Context: an optimization exercise on an open-source flow, tuned for small area, a short achievable clock period and few clock cycles per item. The choices shown serve that exercise and are no tape-out recipe.
In this exercise RTL edits were held to simulation tests only and were not proved equivalent to the original.
Power figures rest on the tool's default switching activity, not on a simulated workload.

==> flow/design.v <==
module muldiv_seq_ctrl_core (
  input  logic            clk,
  input  logic            rst,
  input  logic            i_load,
  input  logic            i_step,
  input  logic            i_is_div,
  input  logic [63:0]     i_lo_init,
  input  logic [63:0]     i_opnd,
  output logic [63:0]     o_hi,
  output logic [63:0]     o_lo
);
  localparam int XLEN  = 64;
  localparam int CNT_W = 7;
  logic [XLEN-1:0] r_hi;
  logic [XLEN-1:0] r_lo;
  logic [XLEN-1:0] r_opnd;
  logic [XLEN:0]   w_sum;
  logic [XLEN:0]   w_add;
  logic [XLEN:0]   w_shl;
  logic [XLEN:0]   w_diff;
  logic            w_ge;
  assign w_sum  = {1'b0, r_hi} + {1'b0, r_opnd};
  assign w_add  = r_lo[0] ? w_sum : {1'b0, r_hi};
  assign w_shl  = {r_hi, r_lo[XLEN-1]};
  assign w_diff = w_shl - {1'b0, r_opnd};
  assign w_ge   = ~w_diff[XLEN];
  always_ff @(posedge clk or posedge rst) begin
    if (rst) begin
      r_hi   <= '0;
      r_lo   <= '0;
      r_opnd <= '0;
    end else if (i_load) begin
      r_hi   <= '0;
      r_lo   <= i_lo_init;
      r_opnd <= i_opnd;
    end else if (i_step) begin
      if (i_is_div) begin
        r_hi <= w_ge ? w_diff[XLEN-1:0] : w_shl[XLEN-1:0];
        r_lo <= {r_lo[XLEN-2:0], w_ge};
      end else begin
        r_hi <= w_add[XLEN:1];
        r_lo <= {w_add[0], r_lo[XLEN-1:1]};
      end
    end
  end
  assign o_hi = r_hi;
  assign o_lo = r_lo;
endmodule
module muldiv_seq_ctrl (
  input  logic            clk,
  input  logic            rst,
  input  logic            i_op_valid,
  input  logic [2:0]      i_op_code,
  input  logic            i_op_word,
  input  logic [63:0]     i_src1,
  input  logic [63:0]     i_src2,
  input  logic            i_flush,
  output logic            o_stall,
  output logic            o_res_valid,
  output logic [63:0]     o_result
);
  localparam int XLEN  = 64;
  localparam int CNT_W = 7;
  localparam logic [2:0] MD_OP_MUL    = 3'd0;
  localparam logic [2:0] MD_OP_MULH   = 3'd1;
  localparam logic [2:0] MD_OP_MULHSU = 3'd2;
  localparam logic [2:0] MD_OP_MULHU  = 3'd3;
  localparam logic [2:0] MD_OP_DIV    = 3'd4;
  localparam logic [2:0] MD_OP_DIVU   = 3'd5;
  localparam logic [2:0] MD_OP_REM    = 3'd6;
  localparam logic [2:0] MD_OP_REMU   = 3'd7;
  localparam logic [1:0] S_IDLE = 2'd0;
  localparam logic [1:0] S_CALC = 2'd1;
  localparam logic [1:0] S_FIX  = 2'd2;
  localparam logic [1:0] S_DONE = 2'd3;
  logic [1:0]       r_state;
  logic [CNT_W-1:0] r_cnt;
  logic [2:0]       r_op;
  logic             r_word;
  logic             r_neg_res;
  logic             r_neg_rem;
  logic             r_special;
  logic [XLEN-1:0]  r_spec_res;
  logic [XLEN-1:0]  r_result;
  logic            w_s1_signed, w_s2_signed, w_is_div, w_is_rem;
  logic [XLEN-1:0] w_a_ext, w_b_ext, w_a_abs, w_b_abs, w_min_neg;
  logic            w_a_neg, w_b_neg, w_div_zero, w_ovf, w_special;
  logic [XLEN-1:0] w_spec_res, w_lo_init, w_opnd;
  assign w_s1_signed = (i_op_code == MD_OP_MUL) || (i_op_code == MD_OP_MULH) ||
                       (i_op_code == MD_OP_MULHSU) || (i_op_code == MD_OP_DIV) ||
                       (i_op_code == MD_OP_REM);
  assign w_s2_signed = (i_op_code == MD_OP_MUL) || (i_op_code == MD_OP_MULH) ||
                       (i_op_code == MD_OP_DIV) || (i_op_code == MD_OP_REM);
  assign w_is_div    = i_op_code[2];
  assign w_is_rem    = i_op_code[2] & i_op_code[1];
  assign w_a_ext = !i_op_word ? i_src1 :
                   (w_s1_signed ? {{(XLEN-32){i_src1[31]}}, i_src1[31:0]} : {{(XLEN-32){1'b0}}, i_src1[31:0]});
  assign w_b_ext = !i_op_word ? i_src2 :
                   (w_s2_signed ? {{(XLEN-32){i_src2[31]}}, i_src2[31:0]} : {{(XLEN-32){1'b0}}, i_src2[31:0]});
  assign w_a_neg = w_s1_signed & w_a_ext[XLEN-1];
  assign w_b_neg = w_s2_signed & w_b_ext[XLEN-1];
  assign w_a_abs = w_a_neg ? (~w_a_ext + 1'b1) : w_a_ext;
  assign w_b_abs = w_b_neg ? (~w_b_ext + 1'b1) : w_b_ext;
  assign w_min_neg  = i_op_word ? {{(XLEN-31){1'b1}}, 31'b0} : {1'b1, {(XLEN-1){1'b0}}};
  assign w_div_zero = w_is_div & (w_b_ext == '0);
  assign w_ovf      = w_is_div & w_s1_signed & (w_a_ext == w_min_neg) & (w_b_ext == '1);
  assign w_special  = w_div_zero | w_ovf;
  assign w_spec_res = w_div_zero ? (w_is_rem ? w_a_ext : '1)
                                 : (w_is_rem ? '0 : w_a_ext);
  assign w_lo_init = !w_is_div ? w_b_abs :
                     (i_op_word ? {w_a_abs[31:0], 32'b0} : w_a_abs);
  assign w_opnd    = w_is_div ? w_b_abs : w_a_abs;
  logic [XLEN-1:0] w_hi, w_lo;
  muldiv_seq_ctrl_core u_core (
    .clk       (clk),
    .rst       (rst),
    .i_load    ((r_state == S_IDLE) && i_op_valid && !i_flush),
    .i_step    ((r_state == S_CALC) && !i_flush),
    .i_is_div  (r_op[2]),
    .i_lo_init (w_lo_init),
    .i_opnd    (w_opnd),
    .o_hi      (w_hi),
    .o_lo      (w_lo)
  );
  logic [2*XLEN-1:0] w_prod_fix;
  logic [XLEN-1:0]   w_quot_fix, w_rem_fix, w_sel, w_fix_res;
  assign w_prod_fix = r_neg_res ? (~{w_hi, w_lo} + 1'b1) : {w_hi, w_lo};
  assign w_quot_fix = r_neg_res ? (~w_lo + 1'b1) : w_lo;
  assign w_rem_fix  = r_neg_rem ? (~w_hi + 1'b1) : w_hi;
  always_comb begin
    w_sel = '0;
    if (r_special) begin
      w_sel = r_spec_res;
    end else if (!r_op[2]) begin
      if (r_word)
        w_sel = w_prod_fix[XLEN+31:32];
      else if (r_op == MD_OP_MUL)
        w_sel = w_prod_fix[XLEN-1:0];
      else
        w_sel = w_prod_fix[2*XLEN-1:XLEN];
    end else if (r_op[1]) begin
      w_sel = w_rem_fix;
    end else begin
      w_sel = w_quot_fix;
    end
  end
  assign w_fix_res = r_word ? {{(XLEN-32){w_sel[31]}}, w_sel[31:0]} : w_sel;
  always_ff @(posedge clk or posedge rst) begin
    if (rst) begin
      r_state    <= S_IDLE;
      r_cnt      <= '0;
      r_op       <= '0;
      r_word     <= 1'b0;
      r_neg_res  <= 1'b0;
      r_neg_rem  <= 1'b0;
      r_special  <= 1'b0;
      r_spec_res <= '0;
      r_result   <= '0;
    end else if (i_flush) begin
      r_state <= S_IDLE;
      r_cnt   <= '0;
    end else begin
      case (r_state)
        S_IDLE: begin
          if (i_op_valid) begin
            r_op       <= i_op_code;
            r_word     <= i_op_word;
            r_neg_res  <= w_a_neg ^ w_b_neg;
            r_neg_rem  <= w_a_neg;
            r_special  <= w_special;
            r_spec_res <= w_spec_res;
            r_cnt      <= i_op_word ? 7'd32 : 7'd64;
            r_state    <= w_special ? S_FIX : S_CALC;
          end
        end
        S_CALC: begin
          r_cnt <= r_cnt - 1'b1;
          if (r_cnt == 7'd1)
            r_state <= S_FIX;
        end
        S_FIX: begin
          r_result <= w_fix_res;
          r_state  <= S_DONE;
        end
        default: r_state <= S_IDLE;
      endcase
    end
  end
  assign o_stall     = i_op_valid && (r_state != S_DONE);
  assign o_res_valid = (r_state == S_DONE) && !i_flush;
  assign o_result    = r_result;
endmodule
==> flow/run.sh <==
#!/bin/bash
# synth_recipe.tcl (not shown) runs the flow's synth.tcl, then flattens the netlist and writes it again
# the make line also repeats each setting of config.mk as NAME=value (left out here)
make -C /OpenROAD-flow-scripts/flow DESIGN_CONFIG=/design/flow/config.mk WORK_HOME=/design/flow/orfs CLKGATE_MAP_FILE= SYNTH_SCRIPT=/design/flow/synth_recipe.tcl finish
==> flow/config.mk <==
export PLATFORM = sky130hd
export DESIGN_NAME = muldiv_seq_ctrl
export DESIGN_NICKNAME = muldiv_seq_ctrl
export VERILOG_FILES = /design/flow/design.v
export SDC_FILE = /design/flow/constraint.sdc
export NUM_CORES = 4
export LEC_CHECK = 0
export CAP_MARGIN = 20
export CORE_MARGIN = 2
export CORE_UTILIZATION = 40
export SLEW_MARGIN = 20
==> flow/constraint.sdc <==
create_clock -name core_clock -period 6.0 [get_ports {clk}]
set_input_delay 1.2000 -clock core_clock [delete_from_list [all_inputs] [get_ports {clk}]]
set_output_delay 1.2000 -clock core_clock [all_outputs]
set_load 0.01 [all_outputs]
==> summary.txt <==
## worst max-delay path, cell delays in order (launching register included)
cell,delay [ns]
sky130_fd_sc_hd__dfrtp_1,0.63
sky130_fd_sc_hd__ha_1,0.36
sky130_fd_sc_hd__fa_1,0.44
sky130_fd_sc_hd__a211oi_1,0.49
sky130_fd_sc_hd__o21ai_0,0.19
sky130_fd_sc_hd__o2111ai_1,0.23
sky130_fd_sc_hd__a21bo_2,0.23
sky130_fd_sc_hd__o21ai_0,0.26
sky130_fd_sc_hd__a21oi_1,0.83
sky130_fd_sc_hd__o31ai_1,0.32
sky130_fd_sc_hd__and4b_1,0.29
sky130_fd_sc_hd__a211oi_1,0.37
sky130_fd_sc_hd__o41ai_1,0.16
## area by class of cell
type	count	area (sq um)
Tap cell	1165	1460
Sequential cell	336	8420
Fill cell	9049	48200
Antenna cell	5	12.5
Multi-Input combinational cell	4009	25200
Inverter	155	586
Clock inverter	17	302
Timing Repair Buffer	344	3180
Clock buffer	59	1200
## layer usage
metal,share of wire (%),track usage (%)
met1,41,52.3
met5,0.14,0.673
met3,12,11.6
met4,6.0,19.6
met2,41,54.8
## placed cells by master, fill, tap and decap left out, types with 28 or more instances in the layout
cell type	synthesis	final
sky130_fd_sc_hd__clkbuf_16	0	42
sky130_fd_sc_hd__dfrtp_1	336	329
sky130_fd_sc_hd__or4_1	38	38
sky130_fd_sc_hd__inv_1	153	151
sky130_fd_sc_hd__clkdlybuf4s50_1	0	199
sky130_fd_sc_hd__xor2_1	173	173
sky130_fd_sc_hd__nand3_1	89	89
sky130_fd_sc_hd__a21oi_1	497	497
sky130_fd_sc_hd__or3_1	66	66
sky130_fd_sc_hd__o22ai_1	33	33
sky130_fd_sc_hd__and3_1	45	45
sky130_fd_sc_hd__o211ai_1	120	120
sky130_fd_sc_hd__nor3_1	115	115
sky130_fd_sc_hd__a32o_1	29	29
sky130_fd_sc_hd__a31oi_1	57	57
sky130_fd_sc_hd__xnor2_1	196	196
sky130_fd_sc_hd__o21ai_1	28	28
sky130_fd_sc_hd__nor2_1	394	389
sky130_fd_sc_hd__nand2_1	551	551
sky130_fd_sc_hd__nand4_1	60	60
sky130_fd_sc_hd__nor4_1	60	60
sky130_fd_sc_hd__a221oi_1	30	30
sky130_fd_sc_hd__buf_4	0	136
sky130_fd_sc_hd__ha_1	139	139
sky130_fd_sc_hd__a211oi_1	58	58
sky130_fd_sc_hd__a21o_1	76	76
sky130_fd_sc_hd__o41ai_1	36	36
sky130_fd_sc_hd__maj3_1	31	31
sky130_fd_sc_hd__mux2i_1	108	108
sky130_fd_sc_hd__o21ai_0	513	513
sky130_fd_sc_hd__o21bai_1	29	29
sky130_fd_sc_hd__o31ai_1	69	69
## through the flow
| stage | cells | total power [uW] |
|---|---|---|
| 6_report | 6090 | 26100 |
| 4_1_cts | 6085 | 25300 |
| 5_1_grt | 6085 | 27400 |
| 2_1_floorplan | 4915 | 15900 |
| 3_3_place_gp | 6009 | 22400 |
| 3_5_place_dp | 6009 | 22400 |
## sequential cells by signal, indices dropped and copies added (netlist names), 2 cells and up
register / cells
u_core.r_lo: 64
u_core.r_opnd: 64
r_cnt: 7
r_result: 64
r_op: 3
r_spec_res: 64
u_core.r_hi: 64
r_state: 2
## kinds of logic after synthesis
| family | count (synthesis) | share of synthesized area (%) |
|---|---|---|
| xor gates and xnor gates | 369 | 9.05 |
| buffers and inverters | 570 | 6.11 |
| AOI/OAI and AO/OA | 1803 | 31.7 |
| and+or+nand+nor | 1547 | 20.4 |
| DFF | 336 | 23.5 |
| adders and majority gates | 172 | 5.85 |
| muxes | 118 | 3.34 |
## report_power, final
group / internal (uW) / switching (uW) / leakage (uW)
Clock: 1680 / 1150 / 0.000740
Sequential: 3310 / 2280 / 0.00420
Combinational: 6250 / 11500 / 0.0113
## worst paths after layout
| check | to | start | depth (start not counted) | slack [ns] |
|---|---|---|---|---|
| setup / recovery | u_core.r_hi[61] | u_core.r_hi[0] | 12 | 1.04 |
| max in group asynchronous | r_special | rst | 3 | 3.77 |
| min in group asynchronous | u_core.r_opnd[62] | rst | 2 | 1.02 |
| setup reg to reg | u_core.r_hi[61] | u_core.r_hi[0] | 12 | 1.04 |
| hold / removal | r_result[3] | r_result[3] | 2 | 0.48 |
| hold reg to reg | r_result[3] | r_result[3] | 2 | 0.48 |
==> impl_metrics.yaml <==
synth:
  synth.cell_area_sq_um: 35700
  ys.warnings.count: 2
  synthesis.area_per_instance_sq_um: 7.27
  synth_commonest_cells: "551 x sky130_fd_sc_hd__nand2_1, 513 x sky130_fd_sc_hd__o21ai_0, 497 x sky130_fd_sc_hd__a21oi_1"
  yosysSeqAreaShare_pct: 23.5
  synth.net_count: 5192
  synth-seq-cells: 336
  share_of_the_synthesized_area_in_the_top_cell_type_pct: 23.5
  asyncSetResetFlopFracSynth_pct: 100
  synth_cell_types: 97
  cell_count_after_synthesis: 4915
  synthDominantAreaCellType: "sky130_fd_sc_hd__dfrtp_1"
  synthMostInstantiatedCell: "sky130_fd_sc_hd__nand2_1"
  synth-main-ff-cell: "sky130_fd_sc_hd__dfrtp_1"
  synth_enable_flop_cells: 0
  yosys-top-cells-area: "sky130_fd_sc_hd__dfrtp_1 24%, sky130_fd_sc_hd__o21ai_0 7.2%, sky130_fd_sc_hd__a21oi_1 7.0%, sky130_fd_sc_hd__nand2_1 5.8%, sky130_fd_sc_hd__ha_1 4.9%"
drt:
  final_wirelength_um: 182000
  drtIter0Drc: 5406
  detail_route.first_pass.iterations: 20
  post_drt_wl_per_cell_um: 29.8
  post-route-drc-count: 0
  viasPerCell: 6.59
  antenna_violating_nets_post_route: 0
  via_count: 40123
final_layout:
  drive_gt1_share_pct: 5.98
  finalInstanceArea_sq_um: 40400
  area_growth_syn_to_layout_pct: 12.9
  postLayoutCoreUtil_pct: 45.6
  final_net_count: 5165
die:
  io_pins: 202
  placeableCoreArea_sq_um: 88500
  start_util_pct: 40.4
  dieHeight_um: 303
  die_w_um: 303
  placementRows: 109
  floorplan.die_area_sq_um: 91700
critical_path:
  setup.worst_path.start_class: "flip-flop"
  cp_max_fo: 12
  critical_path_required_ns: 6.46
  cp_endpoint_kind: "flip-flop"
  arrival_ns: 5.42
  setup.worst_path.class: "reg2reg"
timing:
  final.setup.worst_slack_ns: 1.04
  timing.final.crit_share_pct: 82.6
  worst_clock_skew_ns: 0.0407
  setup_tns_ns: 0
  max_slew_headroom_pct: 18.5
  final.hold.worst_slack_ns: 0.481
  setup_viol_count_final: 0
  maximum_frequency_from_static_timing_analysis_mhz: 202
  grt_setup_unrepaired: "no"
  final_period_demand_of_the_worst_path_ns: 4.96
  tightest_slew_ns: 1.21
  drv_slew: 0
  finalHoldViolations: 0
clock_network:
  cts.htree.levels: 2
  tritoncts: "yes"
  cts-hold-fix-buffers: 0
  cts_repair_resize_count: 0
  post_cts_buffers: 0
  clk_pin_slew_ns: 0.07
  cts_buffers: 42
  clock_sinks: 336
  cts_buffer_depth: 3
  clockRootBuffer: "sky130_fd_sc_hd__clkbuf_16"
  clk_latency_ns: 0.63
worst_hold_path:
  hold_path_class: "reg2reg"
global_route:
  grtUsageTotal_pct: 38.5
  grt_antenna_before_repair: 14
  grt_max_degree: 171
  grt.overflow.total: 0
  grt_pass1_vias: 36263
  first_pass_grt_wire_length_um: 259000
power:
  p_per_area_nw_per_um2: 647
  cellLeakagePower_uw: 0.0162
  ir_worst_vdd_mv: 0.364
run:
  drv.max_cap_violation_count: 0
placement:
  placement.io_buffers: 201
  placement.setup.worst_slack_ns: 0.511
  place_congestion: 1.08
  dp.final_hpwl_um: 142000
  place_area_sq_um: 38800
status:
  run_status: "no timing/DRC/antenna violations"
Testbench counts, summed over its fixed seeds: cycles 176,384, ops 3,200.

==> what the ideal ports hide <==
How much do the figures lean on ideal ports? The routed layout below was timed once more, with nothing changed but the port constraints. Step 1: set_driving_cell puts a clkbuf_16 on clk and a buf_2 on each other input, an assumption about the parent block. Step 2 times the ports against the registers' clock, not the clock port: input delays grow and output delays shrink by t, the midpoint of the rising clock arrivals with the driver on. Three values: ideal, step 1, step 2; two values: the first two.
shift t [ns]: 0.678
setup WS [ns]: 1.042 / 1.042 / 0.465
hold slack, ns: 0.481 / 0.481 / 0.481
worst setup path at the end: input to register
clock arrival spread, ns: 0.046 / 0.046
After both steps this run still meets setup and hold. For this run, drivers alone change the setup slack by 0.000 ns; drivers and shift together by -0.577 ns.
